Background: an optimization exercise with open tools, aiming at small area, a short achievable clock period and few clock cycles per item. Do not read the settings as production practice.
Only simulation tests tie the RTL to the original design; equivalence was not proved.
Power figures rest on the tool's default switching activity, not on a simulated workload.

// tw_tracker
module tw_tracker #(
  parameter int unsigned TW_MEM_SIZE = 16,
  parameter int unsigned ACCID_W     = 8,
  parameter int unsigned TASKID_W    = 64
) (
  input  logic                clk,
  input  logic                rst,
  input  logic                in_valid,
  output logic                in_ready,
  input  logic                in_type,
  input  logic [TASKID_W-1:0] in_taskid,
  input  logic [ACCID_W-1:0]  in_accid,
  input  logic [31:0]         in_components,
  output logic                ack_valid,
  input  logic                ack_ready,
  output logic [ACCID_W-1:0]  ack_accid,
  output logic [7:0]          ack_code,
  output logic                full_err,
  output logic                busy
);
  localparam int unsigned N  = TW_MEM_SIZE;
  localparam int unsigned FD = 5;    
  logic [N-1:0]        ent_valid;
  logic [N-1:0]        ent_armed;
  logic [ACCID_W-1:0]  ent_accid  [N];
  logic [32:0]         ent_cnt    [N];
  logic [TASKID_W-1:0] ent_taskid [N];
  logic                a_v;
  logic                a_type;
  logic [TASKID_W-1:0] a_taskid;
  logic [ACCID_W-1:0]  a_accid;
  logic [31:0]         a_comp;
  logic [N-1:0]        a_eq_lo;      
  ...
==> flow/config.mk <==
export PLATFORM = sky130hd
export DESIGN_NAME = tw_tracker
export DESIGN_NICKNAME = tw_tracker
export VERILOG_FILES = /design/flow/design.v
export SDC_FILE = /design/flow/constraint.sdc
export NUM_CORES = 4
export LEC_CHECK = 0
export ABC_CLOCK_PERIOD_IN_PS = 2500
export CAP_MARGIN = 35
export CORE_MARGIN = 2
export CORE_UTILIZATION = 55
export CTS_CLUSTER_DIAMETER = 60
export CTS_CLUSTER_SIZE = 26
export SETUP_SLACK_MARGIN = 4.35
export SLEW_MARGIN = 35
==> flow/constraint.sdc <==
create_clock -name core_clock -period 7.0 [get_ports {clk}]
set_input_delay 1.4000 -clock core_clock [delete_from_list [all_inputs] [get_ports {clk}]]
set_output_delay 1.4000 -clock core_clock [all_outputs]
set_load 0.01 [all_outputs]
run.sh (not shown) runs the stock make flow with config.mk's settings and CLKGATE_MAP_FILE= SYNTH_SCRIPT=/design/flow/synth_recipe.tcl, a recipe that flattens the netlist after the stock synthesis.
Testbench counts at the start, summed over its fixed seeds: cycles 24,033, items 24,000.
Change:
Settings changed: SETUP_SLACK_MARGIN 4.35 to 4.3.
After rerunning: Sequential share of layout area fell by 0.23 points; clock-buffer cell count does not change; critical path depth fell by 2.

---

Another version of the RTL of tw_tracker (not shown whole).
Size in the first run: about 7700 cells after synthesis, roughly 2100 flip-flops, about 89000 µm² of cells after synthesis.
clock: 7.0 ns
lec_check: 0
abc_area: 1
cap_margin: 35
core_margin: 2
core_utilization: 55
cts_cluster_diameter: 60
cts_cluster_size: 26
place_density: 0.7
setup_slack_margin: 4.3
slew_margin: 35
Testbench counts at the start, summed over its fixed seeds: cycles 24,033, items 24,000.
Next try:
ABC_AREA = unset   (was 1)
ABC_CLOCK_PERIOD_IN_PS = 2500   (was unset)
PLACE_DENSITY = unset   (was 0.7)
SETUP_SLACK_MARGIN = 4.4   (was 4.3)
TNS_END_PERCENT = 20   (was unset)
Effect: Worst setup slack degrades by 0.026 ns. Final area came out lower by a few percent. Synthesized cell count came out lower by a quarter to a third. Non-clock buffer count came out higher by 215. Critical path depth came out higher by 2.
Next try:
PLACE_DENSITY = 0.7   (was unset)
SETUP_SLACK_MARGIN = 4.3   (was 4.4)
TNS_END_PERCENT = unset   (was 20)
After rerunning: Final area went down slightly; total power fell by a few percent; global-route usage decreases by 1.9 points; wire length is lower by a few percent; core utilization shrinks by 0.63 points; first-iteration DRC count rises by roughly a tenth; count of clock-buffer cells in the layout falls by 8.
Next try:
CTS_CLUSTER_DIAMETER = unset   (was 60)
CTS_CLUSTER_SIZE = unset   (was 26)
PLACE_DENSITY = unset   (was 0.7)
SETUP_SLACK_MARGIN = 4.4   (was 4.3)
The changed run finished clean; area after synthesis is unchanged; synthesized cell count does not change; maximum frequency grows by 1.9%; power went up by 10%; global-route usage rose by 2.6 points; cell area rises by 6.3%; routed wire length is higher by 8.9%; worst setup slack is better by 0.054 ns.

---

Starting RTL as in the previous note.
clock: 7.0 ns
lec_check: 0
abc_clock_period_in_ps: 2500
cap_margin: 35
core_margin: 2
core_utilization: 55
cts_cluster_diameter: 60
cts_cluster_size: 22
setup_slack_margin: 4.3
slew_margin: 35
The first run completed with no timing, DRC or antenna violations.
Testbench counts at the start, summed over its fixed seeds: cycles 24,033, items 24,000.
Change:
Settings changed: CTS_CLUSTER_SIZE 22 to 26, TNS_END_PERCENT set to 5.
Setup slack gets worse by 0.060 ns.
Routed wire length went down by about 2%.
Total power came out higher by about 0.6%.
Count of clock-buffer cells in the layout falls by 4.
Sequential cell count does not change.
Clock skew grows by 0.0075 ns.
Final area went down by about 0.8%.
Register-to-register slack got worse by 0.06 ns.
Critical path depth drops by 4.
Global-route usage shrinks by 0.83 points.
Sequential share of layout area rose by 0.47 points.
Change:
Settings changed: CTS_CLUSTER_DIAMETER 60 to not set, CTS_CLUSTER_SIZE 26 to not set, SETUP_SLACK_MARGIN 4.3 to 4.2, TNS_END_PERCENT 5 to not set.
=> Via count grows slightly. First-iteration DRC count shrinks by roughly a tenth. Flip-flop and latch count is unchanged. Setup slack is worse by 0.0051 ns. Worst hold slack is worse by 0.0097 ns. Synthesized area is unchanged. Die area is unchanged. Power grows by a little under a tenth. Critical path depth grows by 4.

---

maple:
Another version of the RTL of tw_tracker (not shown whole).
Size in the first run: roughly 5100 cells after synthesis, ~130 I/O pins, roughly 80000 um^2 of cells after synthesis.
clock: 7.0 ns
lec_check: 0
cap_margin: 20
core_margin: 2
core_utilization: 40
slew_margin: 20
maple was carried through to the last stage, and its layout satisfied the timing, DRC and antenna checks.
Testbench counts of maple, summed over its fixed seeds: cycles 24,025, items 24,000.
For sierra, these inputs were changed with respect to maple:
Settings: ABC_CLOCK_PERIOD_IN_PS newly set to 2500; SETUP_SLACK_MARGIN newly set to 4.2; CORE_UTILIZATION changed from 40 to 55.
[summary]
Of maple and sierra, sierra shows the higher combinational power, with maple below it. maple -> sierra: non-clock buffer count increased by more than 100%. Post-layout instance area up 12000 um^2 in sierra wrt maple. In sierra, part of the cycle the worst path needs is lower than in maple. The die footprint of sierra falls short of that of maple by 27%. Summary of sierra over maple: sequential share of layout area saw a decrease; unique cell type count in the Yosys netlist saw little to no change; area fraction of clock buffers and clock inverters saw a decrease.
Changes in yarrow relative to sierra:
Settings: SETUP_SLACK_MARGIN: 4.2 -> unset.
Notes after the runs:
- Changes observed in yarrow relative to sierra: maximum fanout along the worst path went up, clock-buffer cell count went down, non-clock buffer count went down.
- Between sierra and yarrow, the difference in total placed instance area is negligible.
- [compare] base=sierra new=yarrow: cell count went down; worst hold slack across all endpoints did not really move.
- On clock power, sierra and yarrow are basically level.
- Average wire per standard cell for yarrow is lower than for sierra.
- | final cell utilization of the core | yarrow vs sierra | 9.0 points lower |

---

The RTL this note starts from:
==> flow/design.v <==
module tw_tracker #(
  parameter int unsigned TW_MEM_SIZE = 16,
  parameter int unsigned ACCID_W     = 8,
  parameter int unsigned TASKID_W    = 64
) (
  input  logic                clk,
  input  logic                rst,
  input  logic                in_valid,
  output logic                in_ready,
  input  logic                in_type,
  input  logic [TASKID_W-1:0] in_taskid,
  input  logic [ACCID_W-1:0]  in_accid,
  input  logic [31:0]         in_components,
  output logic                ack_valid,
  input  logic                ack_ready,
  output logic [ACCID_W-1:0]  ack_accid,
  output logic [7:0]          ack_code,
  output logic                full_err,
  output logic                busy
);
  localparam int unsigned N  = TW_MEM_SIZE;
  localparam int unsigned FD = 5;    
  logic [N-1:0]        ent_valid;
  logic [N-1:0]        ent_armed;
  logic [ACCID_W-1:0]  ent_accid  [N];
  logic [32:0]         ent_cnt    [N];
  logic [TASKID_W-1:0] ent_taskid [N];
  logic                a_v;
  logic                a_type;
  logic [TASKID_W-1:0] a_taskid;
  logic [ACCID_W-1:0]  a_accid;
  logic [31:0]         a_comp;
  logic [N-1:0]        a_eq_lo;      
  logic [N-1:0]        a_eq_hi;      
  logic [N-1:0]        a_fix;        
  logic                a_eqb;        
  logic                a_same;       
  logic                a_same2;      
  logic                b_v;
  logic                b_type;
  logic [TASKID_W-1:0] b_taskid;
  logic [ACCID_W-1:0]  b_accid;      
  logic [32:0]         b_delta;      
  logic                b_exists;     
  logic [N-1:0]        b_slot;       
  logic [32:0]         b_cnt;        
  logic                b_armed;
  logic [ACCID_W-1:0]  b_eaccid;
  logic                w_upd;        
  logic                w_done;       
  logic [N-1:0]        w_slot;
  logic [32:0]         w_cnt;
  logic                w_armed;      
  logic [ACCID_W-1:0]  w_accid;
  logic [ACCID_W-1:0]  fq [FD];
  logic [FD-1:0]       focc;         
  logic               all_used;
  logic [N-1:0]       free_oh;
  logic               drop;
  logic [N-1:0]       slot;
  logic               new_armed;
  logic [ACCID_W-1:0] new_accid;
  logic [32:0]        new_cnt;
  logic               hits_zero;
  logic               done;
  logic               upd;
  logic [32:0] ag, ap;
  always_comb begin
    ag = b_cnt & b_delta;
    ap = b_cnt ^ b_delta;
    for (int unsigned d = 1; d < 33; d = d * 2) begin
      for (int i = 32; i >= int'(d); i--) begin
        ag[i] = ag[i] | (ap[i] & ag[i - int'(d)]);
        ap[i] = ap[i] & ap[i - int'(d)];
      end
    end
    new_cnt = (b_cnt ^ b_delta) ^ {ag[31:0], 1'b0};
  end
  always_comb begin
    all_used = &ent_valid;
    free_oh  = '0;
    for (int i = N - 1; i >= 0; i--)
      if (!ent_valid[i]) free_oh = N'(1) << i;
    drop      = !b_exists && all_used;
    slot      = b_exists ? b_slot : free_oh;
    new_armed = b_type | b_armed;
    new_accid = b_type ? b_accid : b_eaccid;
    hits_zero = &(~((b_cnt ^ b_delta) ^ {(b_cnt[31:0] | b_delta[31:0]), 1'b0}));
    upd       = b_v && !drop;
    done      = upd && new_armed && hits_zero;
  end
  logic eq_b;
  assign eq_b = (b_taskid == in_taskid);
  always_ff @(posedge clk) begin
    for (int unsigned i = 0; i < N; i++) begin
      a_eq_lo[i] <= (ent_taskid[i][TASKID_W/2-1:0] == in_taskid[TASKID_W/2-1:0]);
      a_eq_hi[i] <= (ent_taskid[i][TASKID_W-1:TASKID_W/2] == in_taskid[TASKID_W-1:TASKID_W/2]);
    end
    a_fix   <= upd ? slot : '0;
    a_eqb   <= eq_b;
    a_same  <= a_v && (a_taskid == in_taskid);
    a_same2 <= upd && eq_b;
  end
  logic [N-1:0]        hit;
  logic                hit_any;
  logic [32:0]         rd_cnt;
  logic                rd_armed;
  logic [ACCID_W-1:0]  rd_accid;
  always_comb begin
    for (int unsigned i = 0; i < N; i++)
      hit[i] = ent_valid[i] && (a_fix[i] ? a_eqb : (a_eq_lo[i] && a_eq_hi[i]));
    hit_any  = |hit;
    rd_cnt   = '0;
    rd_armed = 1'b0;
    rd_accid = '0;
    for (int unsigned i = 0; i < N; i++) begin
      rd_cnt   = rd_cnt   | ({33{hit[i]}} & ent_cnt[i]);
      rd_armed = rd_armed | (hit[i] & ent_armed[i]);
      rd_accid = rd_accid | ({ACCID_W{hit[i]}} & ent_accid[i]);
    end
  end
  logic accept;
  assign accept = in_valid && in_ready;
  always_ff @(posedge clk) begin
    a_type   <= in_type;
    a_taskid <= in_taskid;
    a_accid  <= in_accid;
    a_comp   <= in_components;
    b_type   <= a_type;
    b_taskid <= a_taskid;
    b_accid  <= a_accid;
    b_delta  <= a_type ? {1'b0, a_comp} : -{1'b0, a_comp};
    if (a_same) begin
      b_exists <= upd && !done;
      b_slot   <= slot;
      b_cnt    <= new_cnt;
      b_armed  <= new_armed && !done;
      b_eaccid <= new_accid;
    end else begin
      b_exists <= hit_any;
      b_slot   <= hit;
      b_cnt    <= a_same2 ? w_cnt   : rd_cnt;
      b_armed  <= a_same2 ? w_armed : rd_armed;
      b_eaccid <= a_same2 ? w_accid : rd_accid;
    end
    w_slot  <= slot;
    w_cnt   <= new_cnt;
    w_armed <= new_armed && !done;
    w_accid <= new_accid;
  end
  always_ff @(posedge clk) begin
    if (rst) begin
      a_v    <= 1'b0;
      b_v    <= 1'b0;
      w_upd  <= 1'b0;
      w_done <= 1'b0;
    end else begin
      a_v    <= accept;
      b_v    <= a_v;
      w_upd  <= upd;
      w_done <= done;
    end
  end
  always_ff @(posedge clk) begin
    for (int unsigned i = 0; i < N; i++) begin
      if (upd && slot[i]) ent_taskid[i] <= b_taskid;
      if (w_upd && w_slot[i]) begin
        ent_cnt[i]   <= w_cnt;
        ent_armed[i] <= w_armed;
        ent_accid[i] <= w_accid;
      end
    end
  end
  always_ff @(posedge clk) begin
    if (rst) begin
      ent_valid <= '0;
    end else begin
      for (int unsigned i = 0; i < N; i++)
        if (upd && slot[i]) ent_valid[i] <= !done;
    end
  end
  logic          pop;
  logic [FD-1:0] focc_nxt;
  assign pop = ack_valid && ack_ready;
  always_comb begin
    if (w_done && !pop)      focc_nxt = {focc[FD-2:0], 1'b1};
    else if (pop && !w_done) focc_nxt = {1'b0, focc[FD-1:1]};
    else                     focc_nxt = focc;
  end
  always_ff @(posedge clk) begin
    for (int unsigned j = 0; j < FD; j++) begin
      if (pop) begin
        if (w_done && (j == FD - 1 ? focc[j] : (focc[j] && !focc[j+1]))) fq[j] <= w_accid;
        else if (j < FD - 1)                                             fq[j] <= fq[j+1];
      end else if (w_done && (j == 0 ? !focc[0] : (focc[j-1] && !focc[j]))) begin
        fq[j] <= w_accid;
      end
    end
  end
  always_ff @(posedge clk) begin
    if (rst) begin
      focc      <= '0;
      ack_valid <= 1'b0;
      full_err  <= 1'b0;
      in_ready  <= 1'b1;
      busy      <= 1'b0;
    end else begin
      focc      <= focc_nxt;
      ack_valid <= focc_nxt[0];
      if (b_v && drop) full_err <= 1'b1;
      in_ready  <= !focc_nxt[1];
      busy      <= accept || a_v || b_v || focc_nxt[0];
    end
  end
  assign ack_accid = fq[0];
  assign ack_code  = 8'h01;
endmodule
clock: 7.0 ns
lec_check: 0
abc_clock_period_in_ps: 2500
cap_margin: 35
core_margin: 2
core_utilization: 55
cts_cluster_diameter: 60
cts_cluster_size: 22
place_density: 0.7
setup_slack_margin: 4.3
slew_margin: 35
Testbench counts at the start, summed over its fixed seeds: cycles 24,033, items 24,000.
Edit:
- CTS_CLUSTER_SIZE: 22 -> 26
- PLACE_DENSITY: 0.7 -> unset
Outcome:
- area after synthesis does not change
- final area grows by 1.7%
- register-to-register slack is better by 50 ps
- routed wire length grows by 6.7%
Edit:
- TNS_END_PERCENT: unset -> 20
The changed run completed without violations.
Setup slack loses 45 ps.
Critical path depth decreases by 1.
Cell area decreases by a few percent.
Edit:
- TNS_END_PERCENT: 20 -> 40
=> Global-route usage increases by 0.18 points. Utilization increases by 1.4 points. Power increases by about 0.35%. Routed wire length increases by about 3.6%. Design area increases by about 2.2%. Final cell count increases by about 1.7%. Clock-buffer cell count is unchanged. Combinational power increases by about 6%.

---

Setup of before:
tw_tracker, a different RTL version from the one above (not shown whole).
For scale: ~5300 cells after synthesis, ~2100 flip-flops, roughly 130 I/O pins.
==> flow/config.mk <==
export PLATFORM = sky130hd
export DESIGN_NAME = tw_tracker
export DESIGN_NICKNAME = tw_tracker
export VERILOG_FILES = /design/flow/design.v
export SDC_FILE = /design/flow/constraint.sdc
export NUM_CORES = 4
export LEC_CHECK = 0
export ABC_CLOCK_PERIOD_IN_PS = 2500
export CAP_MARGIN = 20
export CORE_MARGIN = 2
export CORE_UTILIZATION = 55
export SETUP_SLACK_MARGIN = 4.5
export SLEW_MARGIN = 20
==> flow/constraint.sdc <==
create_clock -name core_clock -period 7.0 [get_ports {clk}]
set_input_delay 1.4000 -clock core_clock [delete_from_list [all_inputs] [get_ports {clk}]]
set_output_delay 1.4000 -clock core_clock [all_outputs]
set_load 0.01 [all_outputs]
The layout from before, despite a flow that completed every stage, fails the layout checks, with the failing checks listed as capacitance limit, slew limit.
Testbench counts of before, summed over its fixed seeds: cycles 24,033, items 24,000.
Changes in after relative to before:
- SETUP_SLACK_MARGIN: 4.5 -> 4.2
Notes after the runs:
In after the implementation ran to completion but is not tape-out ready, as the final checks report capacitance limit, slew limit. On shortest period the worst path allows, the lower figure sits with after, not before. Compared with before, in after largest fanout of any net on the critical path -4; post-CTS setup repair buffer count -129. Lower number of buffer and inverter stages on the critical path among before and after: before. Where highest attainable clock frequency is concerned, before is outperformed by after. In the tables for before and after, length of routed met3 wiring reads lower with after. Comparing before and after, the lower reg-to-reg setup timing slack is on before. Between before and after, total power increased.

==> port drivers added, routing unchanged <==
How much do the figures lean on ideal ports? The routed layouts below were timed once more, with nothing changed but the port constraints. Step 1: set_driving_cell puts a clkbuf_16 on clk and a buf_2 on each other input, an assumption about the parent block. Step 2 adds t to the input delays and takes it off the output delays; t is the mean of the earliest and latest rising clock arrival at the registers after step 1. Input paths then give back, and output paths get back, about the clock's delay inside the block. a / b / c = no drivers / after step 1 / after step 2; a / b = the first two.
run | t (ns) | setup slack, ns | hold slack, ns | worst setup path at the end | clock arrival spread, ns
the first run of note 1 | 0.894 | 4.128 / 4.128 / 3.410 | 0.333 / 0.333 / 0.333 | input to register | 0.044 / 0.044
the second run of note 1 | 0.877 | 4.118 / 4.118 / 3.420 | 0.343 / 0.343 / 0.343 | input to register | 0.046 / 0.045
the first run of note 2 | 0.892 | 4.129 / 4.129 / 3.445 | 0.333 / 0.333 / 0.333 | input to register | 0.048 / 0.048
the second run of note 2 | 0.875 | 4.104 / 4.104 / 3.402 | 0.330 / 0.330 / 0.330 | input to register | 0.047 / 0.047
the third run of note 2 | 0.871 | 4.073 / 4.073 / 3.437 | 0.316 / 0.316 / 0.316 | input to register | 0.040 / 0.039
the fourth run of note 2 | 0.909 | 4.127 / 4.127 / 3.493 | 0.326 / 0.326 / 0.326 | input to register | 0.038 / 0.037
the first run of note 3 | 0.863 | 4.147 / 4.147 / 3.398 | 0.332 / 0.332 / 0.332 | input to register | 0.039 / 0.039
the second run of note 3 | 0.871 | 4.087 / 4.029 / 3.367 | 0.331 / 0.331 / 0.331 | input to register | 0.043 / 0.043
the third run of note 3 | 0.906 | 4.082 / 4.082 / 3.295 | 0.321 / 0.321 / 0.321 | input to register | 0.030 / 0.030
maple | 0.960 | 2.228 / 2.228 / 2.228 | 0.326 / 0.326 / 0.326 | register to register | 0.055 / 0.055
sierra | 0.947 | 3.443 / 3.443 / 2.916 | 0.327 / 0.327 / 0.327 | input to register | 0.053 / 0.053
yarrow | 0.921 | 1.907 / 1.907 / 1.907 | 0.327 / 0.327 / 0.327 | register to register | 0.029 / 0.029
the first run of note 5 | 0.873 | 4.122 / 4.122 / 3.432 | 0.328 / 0.328 / 0.328 | input to register | 0.044 / 0.045
the second run of note 5 | 0.873 | 4.172 / 4.172 / 3.408 | 0.332 / 0.332 / 0.332 | input to register | 0.044 / 0.045
the third run of note 5 | 0.871 | 4.128 / 4.128 / 3.415 | 0.322 / 0.322 / 0.322 | input to register | 0.033 / 0.033
the fourth run of note 5 | 0.879 | 4.124 / 4.124 / 3.407 | 0.320 / 0.320 / 0.320 | input to register | 0.029 / 0.029
before | 0.909 | 3.529 / 3.601 / 2.691 | 0.325 / 0.325 / 0.325 | input to register | 0.039 / 0.039
after | 0.926 | 4.022 / 4.022 / 3.118 | 0.328 / 0.328 / 0.328 | input to register | 0.033 / 0.033
The setup slack of after, which loses most, moves by 0.000 ns with the drivers and by -0.904 ns with both steps.
